Background: an optimization exercise with open tools, aiming at small area, a short achievable clock period and few clock cycles per item. Do not read the settings as production practice. Only simulation tests tie the RTL to the original design; equivalence was not proved. Power figures rest on the tool's default switching activity, not on a simulated workload.

## wheel_pulse_rate_remapper
module wheel_pulse_rate_remapper (
  input  logic        clk_i,
  input  logic        rst_ni,
  input  logic        s_axis_tvalid,
  output logic        s_axis_tready,
  input  logic [7:0]  s_axis_tdata,
  output logic        m_axis_tvalid,
  input  logic        m_axis_tready,
  output logic [39:0] m_axis_tdata,
  input  logic        cfg_valid_i,
  output logic        cfg_ready_o,
  input  logic [2:0]  cfg_index_i,
  input  logic [31:0] cfg_data_i
);
Size: about 3,300 cells after synthesis, about 29,000 um^2 of cells after synthesis.
==> flow/config.mk <==
export PLATFORM = sky130hd
export DESIGN_NAME = wheel_pulse_rate_remapper
export DESIGN_NICKNAME = wheel_pulse_rate_remapper
export VERILOG_FILES = /design/flow/design.v
export SDC_FILE = /design/flow/constraint.sdc
export NUM_CORES = 4
export LEC_CHECK = 0
export CAP_MARGIN = 20
export CORE_MARGIN = 2
export CORE_UTILIZATION = 35
export SETUP_SLACK_MARGIN = 4.6
export SLEW_MARGIN = 20
==> flow/constraint.sdc <==
create_clock -name core_clock -period 8.0 [get_ports {clk_i}]
set_input_delay 1.6000 -clock core_clock [delete_from_list [all_inputs] [get_ports {clk_i}]]
set_output_delay 1.6000 -clock core_clock [all_outputs]
set_load 0.01 [all_outputs]
run.sh (not shown) runs the stock make flow with config.mk's settings and CLKGATE_MAP_FILE= SYNTH_SCRIPT=/design/flow/synth_recipe.tcl, a recipe that flattens the netlist after the stock synthesis.
The starting point went through all stages and came out clean.
Testbench counts at the start, summed over its fixed seeds: cycles 8,885, items 8,000.
Rerun with:
--- a/flow/design.v
+++ b/flow/design.v
@@ -183,20 +183,20 @@
   input  logic [7:0]  s_axis_tdata,
   output logic        m_axis_tvalid,
   input  logic        m_axis_tready,
   output logic [39:0] m_axis_tdata,
   input  logic        cfg_valid_i,
   output logic        cfg_ready_o,
   input  logic [2:0]  cfg_index_i,
   input  logic [31:0] cfg_data_i
 );
-  localparam int QCNT_W = 4;
-  localparam logic [QCNT_W-1:0] QCNT_LIM = QCNT_W'(14);
+  localparam int QCNT_W = 5;
+  localparam logic [QCNT_W-1:0] QCNT_LIM = QCNT_W'(28);
   logic [15:0] slow_q;
   logic [9:0]  debounce_q;
   logic [15:0] idle_q;
   logic [7:0]  pulse_q;
   logic [21:0] hold_q;
   assign cfg_ready_o = 1'b1;
   always_ff @(posedge clk_i or negedge rst_ni) begin
     if (!rst_ni) begin
       slow_q     <= 16'd383;
@@ -233,19 +233,19 @@
   assign s_axis_tready = tready_q;
   assign in_fire = tready_q && s_axis_tvalid;
   assign h_edge  = ent0_q && (sr_q > {22'd0, debounce_q});
   assign q_full  = e_q ? (k2_q >= QCNT_LIM) : (k_q >= QCNT_LIM);
   logic q_drop_ok_q;
   always_ff @(posedge clk_i or negedge rst_ni) begin
     if (!rst_ni) q_drop_ok_q <= 1'b0;
     else q_drop_ok_q <= q_busy && qnext_q && !e_q && f0_q && !lwhi_q && (sw_q[31:10] == '0) &&
                         (now_q[31:5] != '1) &&
-                        (({1'b0, sw_q[9:0]} + 11'(k_q) + 11'd1) < {1'b0, q_val});
+                        (({1'b0, sw_q[9:0]} + {6'd0, k_q} + 11'd1) < {1'b0, q_val});
   end
   assign q_drop_ok = q_drop_ok_q && qnext_q && q_busy;
   assign a_go    = (occ_q != 2'd0) && !(h_edge && (e_q || (!q_done && !q_drop_ok))) && !q_full;
   assign occ_d   = occ_q + 2'(in_fire) - 2'(a_go);
   always_ff @(posedge clk_i or negedge rst_ni) begin
     if (!rst_ni) begin
       occ_q    <= '0;
       ent0_q   <= 1'b0;
       ent1_q   <= 1'b0;
Effect: Routed wire length went down by a little under a tenth. Cell count decreases by a few percent. Clock-buffer cell count rose by 4. Global-route usage drops by 0.73 points. First-iteration DRC count fell by about a fifth. Final area went down by a few percent. Fmax shrinks slightly. Total power came out lower by roughly a tenth. Synthesized area went down slightly.
Testbench counts after the change, summed over its fixed seeds: cycles 8,885, items 8,000.

* * *

wheel_pulse_rate_remapper with an RTL version that a note above also has.
Size: about 3200 cells after synthesis, roughly 430 flip-flops, roughly 91 I/O pins, ~28000 µm² of cells after synthesis.
==> flow/config.mk <==
export PLATFORM = sky130hd
export DESIGN_NAME = wheel_pulse_rate_remapper
export DESIGN_NICKNAME = wheel_pulse_rate_remapper
export VERILOG_FILES = /design/flow/design.v
export SDC_FILE = /design/flow/constraint.sdc
export NUM_CORES = 4
export LEC_CHECK = 0
export CAP_MARGIN = 20
export CORE_MARGIN = 2
export CORE_UTILIZATION = 40
export SETUP_SLACK_MARGIN = 4.5
export SLEW_MARGIN = 20
==> flow/constraint.sdc <==
create_clock -name core_clock -period 8.0 [get_ports {clk_i}]
set_input_delay 1.6000 -clock core_clock [delete_from_list [all_inputs] [get_ports {clk_i}]]
set_output_delay 1.6000 -clock core_clock [all_outputs]
set_load 0.01 [all_outputs]
Testbench counts at the start, summed over its fixed seeds: cycles 8,885, items 8,000.
Change:
--- a/flow/design.v
+++ b/flow/design.v
@@ -157,49 +157,49 @@
       dig_q  <= ic_in[2*tp_in +: 2];
       acc_q  <= '0;
       den_q  <= '0;
       neg_q  <= 1'b0;
       quo_q  <= '0;
     end else if (state_q == R_MUL) begin
       acc_q  <= acc_mul;
       den_q  <= den_mul;
       dig_q  <= ic_q[2*cnt_m1 +: 2];    
     end else if (state_q == R_DIV) begin
       acc_q  <= {rem_n[30:0], acc_q[8:0], 1'b0};
       neg_q  <= rem_n[32];
-      if (!rem_n[32]) quo_q[cnt_q] <= 1'b1;
+      quo_q[cnt_q] <= !rem_n[32];
     end
   end
   assign idle_o     = (state_q == R_DONE) && !cfgp_q;
   assign final_o    = final_q;
   assign busy_o     = (state_q != R_DONE) && !cfg_q && !cfgp_q;
   assign quotient_o = quo_q;
   assign interval_o = ival_q;
 endmodule
 module wheel_pulse_rate_remapper (
   input  logic        clk_i,
   input  logic        rst_ni,
   input  logic        s_axis_tvalid,
   output logic        s_axis_tready,
   input  logic [7:0]  s_axis_tdata,
   output logic        m_axis_tvalid,
   input  logic        m_axis_tready,
   output logic [39:0] m_axis_tdata,
   input  logic        cfg_valid_i,
   output logic        cfg_ready_o,
   input  logic [2:0]  cfg_index_i,
   input  logic [31:0] cfg_data_i
 );
-  localparam int QCNT_W = 5;
-  localparam logic [QCNT_W-1:0] QCNT_LIM = QCNT_W'(28);
+  localparam int QCNT_W = 4;
+  localparam logic [QCNT_W-1:0] QCNT_LIM = QCNT_W'(14);
   logic [15:0] slow_q;
   logic [9:0]  debounce_q;
   logic [15:0] idle_q;
   logic [7:0]  pulse_q;
   logic [21:0] hold_q;
   assign cfg_ready_o = 1'b1;
   always_ff @(posedge clk_i or negedge rst_ni) begin
     if (!rst_ni) begin
       slow_q     <= 16'd383;
       debounce_q <= 10'd100;
       idle_q     <= 16'd4000;
       pulse_q    <= 8'd2;
@@ -230,25 +230,25 @@
   logic [QCNT_W-1:0] k2_q;             
   logic        in_fire, h_edge, a_go, q_full;
   logic [1:0]  occ_d;
   assign s_axis_tready = tready_q;
   assign in_fire = tready_q && s_axis_tvalid;
   assign h_edge  = ent0_q && (sr_q > {22'd0, debounce_q});
   assign q_full  = e_q ? (k2_q >= QCNT_LIM) : (k_q >= QCNT_LIM);
   logic q_drop_ok_q;
   always_ff @(posedge clk_i or negedge rst_ni) begin
     if (!rst_ni) q_drop_ok_q <= 1'b0;
     else q_drop_ok_q <= q_busy && qnext_q && !e_q && f0_q && !lwhi_q && (sw_q[31:10] == '0) &&
                         (now_q[31:5] != '1) &&
-                        (({1'b0, sw_q[9:0]} + {6'd0, k_q} + 11'd1) < {1'b0, q_val});
+                        (({1'b0, sw_q[9:0]} + 11'(k_q) + 11'd1) < {1'b0, q_val});
   end
   assign q_drop_ok = q_drop_ok_q && qnext_q && q_busy;
   assign a_go    = (occ_q != 2'd0) && !(h_edge && (e_q || (!q_done && !q_drop_ok))) && !q_full;
   assign occ_d   = occ_q + 2'(in_fire) - 2'(a_go);
   always_ff @(posedge clk_i or negedge rst_ni) begin
     if (!rst_ni) begin
       occ_q    <= '0;
       ent0_q   <= 1'b0;
       ent1_q   <= 1'b0;
       tready_q <= 1'b1;
     end else begin
       occ_q    <= occ_d;
Outcome:
- The new run completed without violations
- final cell count is higher slightly
- worst setup slack degrades by 0.046 ns
- power goes up by a few percent
- sequential share of layout area fell by 0.27 points
- critical path depth decreases by 1
- global-route usage fell by 0.33 points
- clock-buffer cell count drops by 15
- area after synthesis goes up slightly
- utilization falls by 0.56 points
Testbench counts after the change, summed over its fixed seeds: cycles 8,885, items 8,000.

* * *

Another version of the RTL of wheel_pulse_rate_remapper (not shown whole).
Size: roughly 3200 cells after synthesis, about 430 flip-flops, roughly 91 I/O pins, ~29000 um2 of cells after synthesis.
==> module wprr_remap, before the edit <==
module wprr_remap (
  input  logic        clk_i,
  input  logic        rst_ni,
  input  logic        start_i,        
  input  logic        cfg_i,          
  input  logic        keep_i,         
  input  logic        drop_i,         
  input  logic [11:0] wheel_i,
  input  logic [31:0] interval_i,
  output logic        idle_o,         
  output logic        final_o,        
  output logic [9:0]  quotient_o,
  output logic [31:0] interval_o
);
  typedef enum logic [1:0] {
    R_DONE,
    R_MUL,
    R_DIV,
    R_KEEP
  } remap_state_e;
  remap_state_e state_q;
  logic         cfg_q;           
  logic [3:0]   cnt_q;
  logic [1:0]   dig_q;
  logic [40:0]  acc_q;           
  logic         neg_q;           
  logic [30:0]  den_q;           
  logic [9:0]   quo_q;           
  logic [31:0]  ival_q;
  logic [18:0]  mcand_q;         
  logic [15:0]  wden_q;          
  logic [1:0]   skip_q;          
  logic [1:0]   skip_in;         
  logic         cfgp_q;          
  logic         final_q;         
  logic         last_q;          
  logic         protect, cfg_go;
  logic [11:0]  w_src;
  assign protect = keep_i && !cfg_q && (state_q != R_DONE);
  assign cfg_go  = cfgp_q && !protect;
  assign w_src   = ival_q[11:0];
  assign skip_in = (w_src <= 12'd1422) ? 2'd2 : (w_src <= 12'd2844) ? 2'd1 : 2'd0;
  function automatic logic [21:0] clamp22(input logic [31:0] v);
    clamp22 = (v[31:22] != '0) ? 22'h3fffff : v[21:0];
  endfunction
  function automatic logic [3:0] top_pair(input logic [21:0] v);
    top_pair = 4'd0;
    for (int j = 1; j < 11; j++) begin
      if (v[2*j +: 2] != 2'b00) top_pair = 4'(j);
    end
  endfunction
  logic [21:0] ic_in, ic_q;
  logic [3:0]  tp_in, cnt_m1;
  assign ic_in  = clamp22(interval_i);
  assign ic_q   = clamp22(ival_q);
  assign tp_in  = top_pair(ic_in);
  assign cnt_m1 = cnt_q - 4'd1;
  logic [18:0] mul_m;
  logic [10:0] den_t;
  logic [21:0] lo_sum;
  logic [19:0] hi_inc;
  logic [40:0] acc_mul;
  logic [30:0] den_mul;
  logic        last_add;
  assign mul_m   = mcand_q;        
  assign lo_sum  = {1'b0, acc_q[18:0], 2'b00} + (dig_q[1] ? {2'b00, mul_m, 1'b0} : 22'd0)
                                              + (dig_q[0] ? {3'b000, mul_m} : 22'd0);
  assign hi_inc  = acc_q[38:19] + 20'd1;
  assign acc_mul = {lo_sum[21] ? hi_inc : acc_q[38:19], lo_sum[20:0]};
  always_comb begin
    unique case (dig_q)
      2'd0: den_t = 11'd0;
      2'd1: den_t = cfg_q ? 11'd9  : 11'd500;
      2'd2: den_t = cfg_q ? 11'd18 : 11'd1000;
      default: den_t = cfg_q ? 11'd27 : 11'd1500;
    endcase
  end
  assign last_add = last_q;
  assign den_mul  = {den_q[28:0], 2'b00} + 31'(den_t) + (last_add ? 31'(wden_q) : 31'd0);
  logic [32:0] p2, rem_n;
  assign p2    = {neg_q, acc_q[40:10], acc_q[9]};
  logic [32:0] dx;
  logic [33:0] rsum;
  assign dx    = {2'b00, den_q} ^ {33{!neg_q}};
  assign rsum  = {p2, 1'b1} + {dx, !neg_q};
  assign rem_n = rsum[33:1];
  always_ff @(posedge clk_i or negedge rst_ni) begin
    if (!rst_ni) begin
      state_q <= R_DONE;
      cfg_q   <= 1'b0;
      cnt_q   <= '0;
      mcand_q <= 19'd424800;      
      wden_q  <= 16'd21240;       
      skip_q  <= 2'd1;
      cfgp_q  <= 1'b0;
      final_q <= 1'b0;
      last_q  <= 1'b0;
    end else begin
    last_q <= 1'b0;
    if (cfg_go) begin
      cfgp_q  <= 1'b0;
      state_q <= R_MUL;
      cfg_q   <= 1'b1;
      cnt_q   <= 4'd5;
      mcand_q <= 19'd90 << skip_in;
      skip_q  <= skip_in;
    end else if (start_i) begin
      state_q <= R_MUL;
      cfg_q   <= 1'b0;
      final_q <= 1'b0;
      cnt_q   <= tp_in;
      last_q  <= (tp_in == 4'd0);
    end else begin
      unique case (state_q)
        R_MUL: begin
          if (cnt_q == 4'd0) begin
            if (cfg_q) begin
              state_q <= R_KEEP;
            end else begin
              state_q <= R_DIV;
              cnt_q   <= 4'd9 - 4'(skip_q);
            end
          end else begin
            cnt_q  <= cnt_m1;
            last_q <= !cfg_q && (cnt_q == 4'd1);
          end
        end
        R_DIV: begin
          if (cnt_q == 4'd0) begin
            state_q <= R_DONE;
            final_q <= 1'b1;
          end
          cnt_q <= cnt_m1;
        end
        R_KEEP: begin
          state_q <= R_DONE;
          cfg_q   <= 1'b0;
          mcand_q <= acc_q[18:0];
          wden_q  <= den_q[15:0];
        end
        default: ;
      endcase
      if (drop_i && !cfg_q) state_q <= R_DONE;
    end
    if (cfg_i) cfgp_q <= 1'b1;
    end
  end
  always_ff @(posedge clk_i) begin
    if (cfg_i) ival_q <= {20'd0, wheel_i};
    if (cfg_go) begin
      dig_q  <= w_src[11:10];
      acc_q  <= '0;
      den_q  <= '0;
    end else if (start_i) begin
      if (!cfg_i) ival_q <= interval_i;
      dig_q  <= ic_in[2*tp_in +: 2];
      acc_q  <= '0;
      den_q  <= '0;
      neg_q  <= 1'b0;
      quo_q  <= '0;
    end else if (state_q == R_MUL) begin
      acc_q  <= acc_mul;
      den_q  <= den_mul;
      dig_q  <= ic_q[2*cnt_m1 +: 2];    
    end else if (state_q == R_DIV) begin
      acc_q  <= {rem_n[30:0], acc_q[8:0], 1'b0};
      neg_q  <= rem_n[32];
      if (!rem_n[32]) quo_q[cnt_q] <= 1'b1;
    end
  end
  assign idle_o     = (state_q == R_DONE) && !cfgp_q;
  assign final_o    = final_q;
  assign quotient_o = quo_q;
  assign interval_o = ival_q;
endmodule
make LEC_CHECK=0 CAP_MARGIN=20 CORE_MARGIN=2 CORE_UTILIZATION=40 SETUP_SLACK_MARGIN=4.5 SLEW_MARGIN=20 finish   # period 8.0 ns
Testbench counts at the start, summed over its fixed seeds: cycles 9,054, items 8,000.
Then changed:
--- a/flow/design.v
+++ b/flow/design.v
@@ -34,5 +34,4 @@
   logic         cfgp_q;          
   logic         final_q;         
-  logic         last_q;          
   logic         protect, cfg_go;
   logic [11:0]  w_src;
@@ -76,13 +75,9 @@
     endcase
   end
-  assign last_add = last_q;
+  assign last_add = !cfg_q && (cnt_q == 4'd0);
   assign den_mul  = {den_q[28:0], 2'b00} + 31'(den_t) + (last_add ? 31'(wden_q) : 31'd0);
   logic [32:0] p2, rem_n;
   assign p2    = {neg_q, acc_q[40:10], acc_q[9]};
-  logic [32:0] dx;
-  logic [33:0] rsum;
-  assign dx    = {2'b00, den_q} ^ {33{!neg_q}};
-  assign rsum  = {p2, 1'b1} + {dx, !neg_q};
-  assign rem_n = rsum[33:1];
+  assign rem_n = neg_q ? p2 + {2'b00, den_q} : p2 - {2'b00, den_q};
   always_ff @(posedge clk_i or negedge rst_ni) begin
     if (!rst_ni) begin
@@ -95,7 +90,5 @@
       cfgp_q  <= 1'b0;
       final_q <= 1'b0;
-      last_q  <= 1'b0;
     end else begin
-    last_q <= 1'b0;
     if (cfg_go) begin
       cfgp_q  <= 1'b0;
@@ -110,5 +103,4 @@
       final_q <= 1'b0;
       cnt_q   <= tp_in;
-      last_q  <= (tp_in == 4'd0);
     end else begin
       unique case (state_q)
@@ -122,6 +114,5 @@
             end
           end else begin
-            cnt_q  <= cnt_m1;
-            last_q <= !cfg_q && (cnt_q == 4'd1);
+            cnt_q <= cnt_m1;
           end
         end
@@ -162,5 +153,5 @@
       acc_q  <= acc_mul;
       den_q  <= den_mul;
-      dig_q  <= ic_q[2*cnt_m1 +: 2];    
+      dig_q  <= cfg_q ? ival_q[2*cnt_m1 +: 2] : ic_q[2*cnt_m1 +: 2];
     end else if (state_q == R_DIV) begin
       acc_q  <= {rem_n[30:0], acc_q[8:0], 1'b0};
The new run completed without violations.
Core utilization went down by 0.97 points.
Non-clock buffer count went up by 8.
Final area went down by 0.45%.
Via count went up by 2.9%.
Total power went down by 2.4%.
Synthesized area went up by 0.98%.
Clock skew went down by 0.028 ns.
Die area went up by 0.97%.
Global-route usage went up by 0.82 points.
Setup slack gets worse by 0.47 ns.
Clock-buffer cell count went down by 3.
Testbench counts after the change, summed over its fixed seeds: cycles 9,054, items 8,000.

[port drivers added, routing unchanged]
Ports are ideal in the flow. The routed layouts listed here were re-timed in OpenROAD.
Step 1, drivers: a clkbuf_16 drives clk_i and a buf_2 each remaining input, both assumed.
Step 2 adds t to the input delays and takes it off the output delays; t is the mean of the earliest and latest rising clock arrival at the registers after step 1. Input paths then give back, and output paths get back, about the clock's delay inside the block.
a / b / c = ideal ports / drivers / drivers and shift; a / b = the first two.
run	t, ns	setup WS [ns]	hold slack, ns	worst setup path at the end	latest minus earliest clock arrival (ns)
the first run of note 1	0.686	4.362 / 4.362 / 4.030	0.453 / 0.453 / 0.453	input to register	0.046 / 0.046
the second run of note 1	0.663	4.329 / 4.329 / 4.300	0.452 / 0.452 / 0.452	input to register	0.037 / 0.037
the first run of note 2	0.681	4.264 / 4.264 / 3.924	0.458 / 0.458 / 0.458	input to register	0.040 / 0.040
the second run of note 2	0.663	4.218 / 4.218 / 3.970	0.453 / 0.453 / 0.453	input to register	0.022 / 0.021
the first run of note 3	0.655	4.299 / 4.299 / 3.930	0.458 / 0.458 / 0.458	input to register	0.082 / 0.082
the second run of note 3	0.671	3.829 / 3.829 / 3.829	0.456 / 0.456 / 0.456	register to register	0.049 / 0.049
After both steps setup and hold are still met in every run listed. The setup slack of the first run of note 3, which loses most, moves by 0.000 ns with the drivers and by -0.369 ns with both steps.
